What follows belongs to an exercise in optimizing a design on an open flow for small area, a short achievable clock period and few clock cycles per item; a production flow would make more cautious choices.
Where RTL was checked, it was by simulation tests only, not by an equivalence proof against the original.

lane 1:
// voltmeter_display_controller_core
module voltmeter_display_controller_core (
    input  wire logic                           i_clk,
    input  wire logic                           i_rst_n,
    input  wire logic                           i_cfg_we,
    input  wire logic [vdc_pkg::CFG_IDX_W-1:0]  i_cfg_idx,
    input  wire logic [vdc_pkg::CFG_DATA_W-1:0] i_cfg_data,
    input  wire logic                           i_in_valid,
    output      logic                           o_in_ready,
    input  wire logic [vdc_pkg::FUNC_W-1:0]     i_in_func,
    input  wire logic [9:0]                     i_in_sample,
    input  wire logic [vdc_pkg::SW_W-1:0]       i_in_switches,
    output      logic                           o_out_valid,
    input  wire logic                           i_out_ready,
    output      logic [vdc_pkg::SEG_W-1:0]      o_out_segments,
    output      logic                           o_out_digit_high,
    output      logic [vdc_pkg::DUTY_W-1:0]     o_out_duty_percent,
    output      logic [vdc_pkg::PERIOD_W-1:0]   o_out_compare_count,
    output      logic [vdc_pkg::VAL_W-1:0]      o_out_shown_value
);
    logic [PERIOD_W-1:0]  w_period;
    logic [4*DUTY_W-1:0]  w_levels;
    logic                 w_busy, w_rotate;
    logic                 r_m_valid, r_k_valid, r_p_valid, r_s_pend;
    logic                 w_take, w_adv1, w_adv2;
    assign o_out_valid = r_s_pend && !w_busy;
    assign w_adv2      = r_p_valid && !w_busy && (!r_s_pend || i_out_ready);
    assign w_adv1      = r_m_valid && (!r_p_valid || w_adv2);
    assign o_in_ready  = !r_k_valid;
    assign w_take      = i_in_valid && !r_k_valid;
    always_ff @(posedge i_clk) begin
        if (!i_rst_n) begin
            r_m_valid <= 1'b0;
            r_k_valid <= 1'b0;
            r_p_valid <= 1'b0;
            r_s_pend  <= 1'b0;
        end else begin
            if (w_adv1) begin
                r_m_valid <= r_k_valid || w_take;
                r_k_valid <= 1'b0;
            end else if (w_take) begin
                r_m_valid <= 1'b1;
                r_k_valid <= r_m_valid;
            end
            if (w_adv1)      r_p_valid <= 1'b1;
            else if (w_adv2) r_p_valid <= 1'b0;
            if (w_adv2)                          r_s_pend <= 1'b1;
  ...
==> module vdc_out, before the edit <==
module vdc_out (
    input  wire logic                 i_clk,
    input  wire logic                 i_rst_n,
    input  wire logic                 i_load,
    input  wire logic [FUNC_W-1:0]    i_op,
    input  wire logic [OPD_W-1:0]     i_opd,
    input  wire logic                 i_period_we,   
    input  wire logic [PERIOD_W-1:0]  i_period,
    output      logic                 o_busy,
    output      logic                 o_rotate,   
    output      logic [SEG_W-1:0]     o_seg,
    output      logic [DUTY_W-1:0]    o_duty,
    output      logic [VAL_W-1:0]     o_value,
    output      logic [PERIOD_W-1:0]  o_compare
);
    logic [VAL_W-1:0]  r_value;
    logic              r_toggle;
    logic [DUTY_W-1:0] r_duty;
    logic [SEG_W-1:0]  r_seg;      
    logic [PERIOD_W:0] r_q;
    logic [PERIOD_W-1:0] r_qp;
    logic [6:0]        r_rem;
    logic [5:0]        w_a;
    logic [4:0]        w_b;
    logic              w_ge1;
    logic [VAL_W-1:0]  w_avg_val;
    assign w_a       = i_opd[10:5];
    assign w_b       = i_opd[4:0];
    assign w_ge1     = w_a[5] || (w_b >= ~w_a[4:0]);
    assign w_avg_val = (w_a == 6'd31 && w_b == 5'd31) ? 7'd33 : VAL_W'(w_a) + VAL_W'(w_ge1);
    logic [1:0]        w_mode;
    logic [DUTY_W-1:0] w_lv;
    logic              w_lv_zero, w_lv_full;
    assign w_mode    = i_opd[9:8];
    assign w_lv      = i_opd[DUTY_W-1:0];
    assign w_lv_zero = (w_lv == 7'd0);
    assign w_lv_full = (w_lv >= 7'd100);
    logic w_sw, w_set0, w_setp, w_start;
    assign w_sw    = i_load && (i_op == FUNC_SWITCH);
    assign w_set0  = w_sw && (w_mode == 2'd0 || (w_mode == 2'd2 && w_lv_zero));
    assign w_setp  = w_sw && (w_mode == 2'd1 || (w_mode == 2'd2 && w_lv_full));
    assign w_start = i_period_we || (w_sw && w_mode == 2'd2 && !w_lv_zero && !w_lv_full);
    always_ff @(posedge i_clk) begin
        if (!i_rst_n) begin
            r_value  <= '0;
            r_toggle <= 1'b0;
            r_duty   <= '0;
            r_seg    <= '0;
        end else if (i_load) begin
            case (i_op)
                FUNC_SAMPLE: r_value <= w_avg_val;
                FUNC_REFRESH: begin
                    r_toggle <= !r_toggle;
                    r_seg    <= vdc_pkg::refresh_seg(r_toggle, r_value);
                end
                FUNC_SWITCH: case (w_mode)
                    2'd0: r_duty <= 7'd0;
                    2'd1: r_duty <= 7'd100;
                    2'd2: begin
                        r_duty  <= w_lv_full ? 7'd100 : w_lv;
                        r_value <= w_lv;
                    end
                    default: ;
                endcase
                default: ;
            endcase
        end
    end
    logic [8:0] w_t;
    logic [1:0] w_k;
    logic [8:0] w_rem;
    logic [1:0] r_kq;
    logic       w_step;
    assign o_busy   = !r_q[PERIOD_W];
    assign w_step   = o_busy && !r_q[PERIOD_W-1];
    assign o_rotate = w_step;
    assign w_t      = {1'b0, r_rem, 1'b0} + (i_period[PERIOD_W-1] ? {2'b00, r_duty} : 9'd0);
    always_comb begin
        if (w_t >= 9'd200) begin
            w_k   = 2'd2;
            w_rem = w_t - 9'd200;
        end else if (w_t >= 9'd100) begin
            w_k   = 2'd1;
            w_rem = w_t - 9'd100;
        end else begin
            w_k   = 2'd0;
            w_rem = w_t;
        end
    end
    always_ff @(posedge i_clk) begin
        if (!i_rst_n) begin
            r_q <= {1'b1, {PERIOD_W{1'b0}}};
        end else if (w_start) begin
            r_q <= '0;
        end else if (w_set0) begin
            r_q <= {1'b1, {PERIOD_W{1'b0}}};
        end else if (w_setp) begin
            r_q <= {1'b1, i_period};
        end else if (o_busy) begin
            case (r_kq)
                2'd3:    r_q <= 17'd1;
                2'd2:    r_q <= {r_qp, 1'b0};
                default: r_q <= {r_q[PERIOD_W-1:0], r_kq[0]};
            endcase
        end
    end
    always_ff @(posedge i_clk) begin
        if (o_busy) begin
            case (r_kq)
                2'd3:    r_qp <= 16'd2;
                2'd0:    r_qp <= {r_q[PERIOD_W-2:0], 1'b1};
                default: r_qp <= {r_qp[PERIOD_W-2:0], r_kq[1]};
            endcase
        end
    end
    always_ff @(posedge i_clk) begin
        if (w_start) begin
            r_kq  <= 2'd3;
            r_rem <= '0;
        end else if (w_step) begin
            r_kq  <= w_k;
            r_rem <= w_rem[6:0];
        end
    end
    assign o_seg     = r_seg;
    assign o_duty    = r_duty;
    assign o_value   = r_value;
    assign o_compare = r_q[PERIOD_W-1:0];
endmodule
clock: 8.0 ns
lec_check: 0
abc_clock_period_in_ps: 2000
cap_margin: 20
core_margin: 2
core_utilization: 40
cts_buf_list: sky130_fd_sc_hd__clkbuf_4 sky130_fd_sc_hd__clkbuf_8
cts_cluster_diameter: 60
cts_cluster_size: 40
slew_margin: 20
standard.sh (not shown) runs the stock make flow with config.mk's settings and CLKGATE_MAP_FILE= SYNTH_SCRIPT=/design/flow/synth_recipe.tcl, a recipe that flattens the netlist after the stock synthesis.
==> flow/flow/run.sh <==
#!/bin/bash
# Standard layout, with the port buffers made from buf_2 cells instead of the
# default choice, and timing repair aiming further below the clock period.
set -euo pipefail
export BUFFER_PORTS_ARGS="-buffer_cell sky130_fd_sc_hd__buf_2"
export SETUP_SLACK_MARGIN=5
bash standard.sh > standard.log 2>&1
Lane 1 | status: complete | timing, DRC, antenna: pass
Testbench counts of lane 1, summed over its fixed seeds: cycles 17,484, items 16,046.
Modified inputs, lane 2 compared to lane 1
--- a/flow/design.v
+++ b/flow/design.v
@@ -410,13 +410,13 @@
     assign w_lv_zero = (w_lv == 7'd0);
     assign w_lv_full = (w_lv >= 7'd100);
     logic w_sw, w_set0, w_setp, w_start;
     assign w_sw    = i_load && (i_op == FUNC_SWITCH);
     assign w_set0  = w_sw && (w_mode == 2'd0 || (w_mode == 2'd2 && w_lv_zero));
     assign w_setp  = w_sw && (w_mode == 2'd1 || (w_mode == 2'd2 && w_lv_full));
-    assign w_start = i_period_we || (w_sw && w_mode == 2'd2 && !w_lv_zero && !w_lv_full);
+    assign w_start = (i_period_we && r_duty != 7'd0) || (w_sw && w_mode == 2'd2 && !w_lv_zero && !w_lv_full);
     always_ff @(posedge i_clk) begin
         if (!i_rst_n) begin
             r_value  <= '0;
             r_toggle <= 1'b0;
             r_duty   <= '0;
             r_seg    <= '0;
@@ -437,66 +437,66 @@
                     default: ;
                 endcase
                 default: ;
             endcase
         end
     end
-    logic [8:0] w_t;
     logic [1:0] w_k;
-    logic [8:0] w_rem;
+    logic [6:0] w_rem;
     logic [1:0] r_kq;
     logic       w_step;
     assign o_busy   = !r_q[PERIOD_W];
     assign w_step   = o_busy && !r_q[PERIOD_W-1];
     assign o_rotate = w_step;
-    assign w_t      = {1'b0, r_rem, 1'b0} + (i_period[PERIOD_W-1] ? {2'b00, r_duty} : 9'd0);
+    logic [8:0] w_t1;
+    logic [1:0] w_k0, w_k1;
+    logic [6:0] w_rem0, w_rem1;
+    assign w_t1   = {1'b0, r_rem, 1'b0} + {2'b00, r_duty};
+    assign w_k0   = {1'b0, r_rem >= 7'd50};
+    assign w_rem0 = (r_rem >= 7'd50) ? 7'({r_rem, 1'b0} - 8'd100) : 7'({r_rem, 1'b0});
     always_comb begin
-        if (w_t >= 9'd200) begin
-            w_k   = 2'd2;
-            w_rem = w_t - 9'd200;
-        end else if (w_t >= 9'd100) begin
-            w_k   = 2'd1;
-            w_rem = w_t - 9'd100;
+        if (w_t1 >= 9'd200) begin
+            w_k1   = 2'd2;
+            w_rem1 = 7'(w_t1 - 9'd200);
+        end else if (w_t1 >= 9'd100) begin
+            w_k1   = 2'd1;
+            w_rem1 = 7'(w_t1 - 9'd100);
         end else begin
-            w_k   = 2'd0;
-            w_rem = w_t;
+            w_k1   = 2'd0;
+            w_rem1 = 7'(w_t1);
         end
     end
+    assign w_k   = i_period[PERIOD_W-1] ? w_k1   : w_k0;
+    assign w_rem = i_period[PERIOD_W-1] ? w_rem1 : w_rem0;
     always_ff @(posedge i_clk) begin
         if (!i_rst_n) begin
             r_q <= {1'b1, {PERIOD_W{1'b0}}};
         end else if (w_start) begin
             r_q <= '0;
         end else if (w_set0) begin
             r_q <= {1'b1, {PERIOD_W{1'b0}}};
         end else if (w_setp) begin
             r_q <= {1'b1, i_period};
         end else if (o_busy) begin
-            case (r_kq)
-                2'd3:    r_q <= 17'd1;
-                2'd2:    r_q <= {r_qp, 1'b0};
-                default: r_q <= {r_q[PERIOD_W-1:0], r_kq[0]};
-            endcase
+            r_q <= r_kq[1] ? {r_qp, 1'b0} : {r_q[PERIOD_W-1:0], r_kq[0]};
         end
     end
     always_ff @(posedge i_clk) begin
-        if (o_busy) begin
-            case (r_kq)
-                2'd3:    r_qp <= 16'd2;
-                2'd0:    r_qp <= {r_q[PERIOD_W-2:0], 1'b1};
-                default: r_qp <= {r_qp[PERIOD_W-2:0], r_kq[1]};
-            endcase
+        if (w_start) begin
+            r_qp <= 16'd1;
+        end else if (o_busy) begin
+            r_qp <= (r_kq == 2'd0) ? {r_q[PERIOD_W-2:0], 1'b1} : {r_qp[PERIOD_W-2:0], r_kq[1]};
         end
     end
     always_ff @(posedge i_clk) begin
         if (w_start) begin
-            r_kq  <= 2'd3;
+            r_kq  <= 2'd1;
             r_rem <= '0;
         end else if (w_step) begin
             r_kq  <= w_k;
-            r_rem <= w_rem[6:0];
+            r_rem <= w_rem;
         end
     end
     assign o_seg     = r_seg;
     assign o_duty    = r_duty;
     assign o_value   = r_value;
     assign o_compare = r_q[PERIOD_W-1:0];
--- outcome ---
- Lane 2: number of placed instances with taps included 85 above lane 1
- For lane 1, the critical path class was flip-flop to flip-flop, unlike lane 2, where it was primary input to flip-flop.
- Delta(area share of fa/ha/maj cells after synthesis, lane 2 - lane 1) < 0
- Final clock skew improves in lane 2 relative to lane 1.
- For detailed-routing wirelength on met1, dividing the value from lane 2 by the value from lane 1 gives 1.05.
- [lane 2] required time at the endpoint of the critical path fell 0.05 ns relative to lane 1
- More vias were needed by lane 2 than by lane 1.
- In terms of relative area of clock buffers and inverters in the final design, lane 1 and lane 2 differ only marginally.
- The core of lane 2 is more densely filled than that of lane 1.
For lane 2, only the layout was checked, not whether the RTL still works.

[port drivers added, routing unchanged]
The results above use ideal ports. As a check the final layouts listed here were re-extracted and re-timed, cells and wires unchanged. Step 1 sets driving cells, clkbuf_16 on the clock port and buf_2 on the other inputs (assumed; they add their load-dependent delay and slew). Step 2 also shifts input and output timing later by t, the mid clock arrival at the registers, as if the neighbouring blocks saw the same clock. Three values: ideal ports, drivers, drivers and shift; two values: the first two.
run	t (ns)	setup WS [ns]	clock arrival spread, ns	worst register clock-pin slew, ns	cell pins on the clock port's net
lane 1	0.486	5.074 / 5.066 / 4.660	0.023 / 0.023	0.10 / 0.10	1
lane 2	0.489	5.072 / 5.030 / 4.608	0.012 / 0.013	0.09 / 0.09	1
After both steps every run listed still meets setup and hold. For lane 2, which loses most, drivers alone change the setup slack by -0.042 ns; drivers and shift together by -0.464 ns.
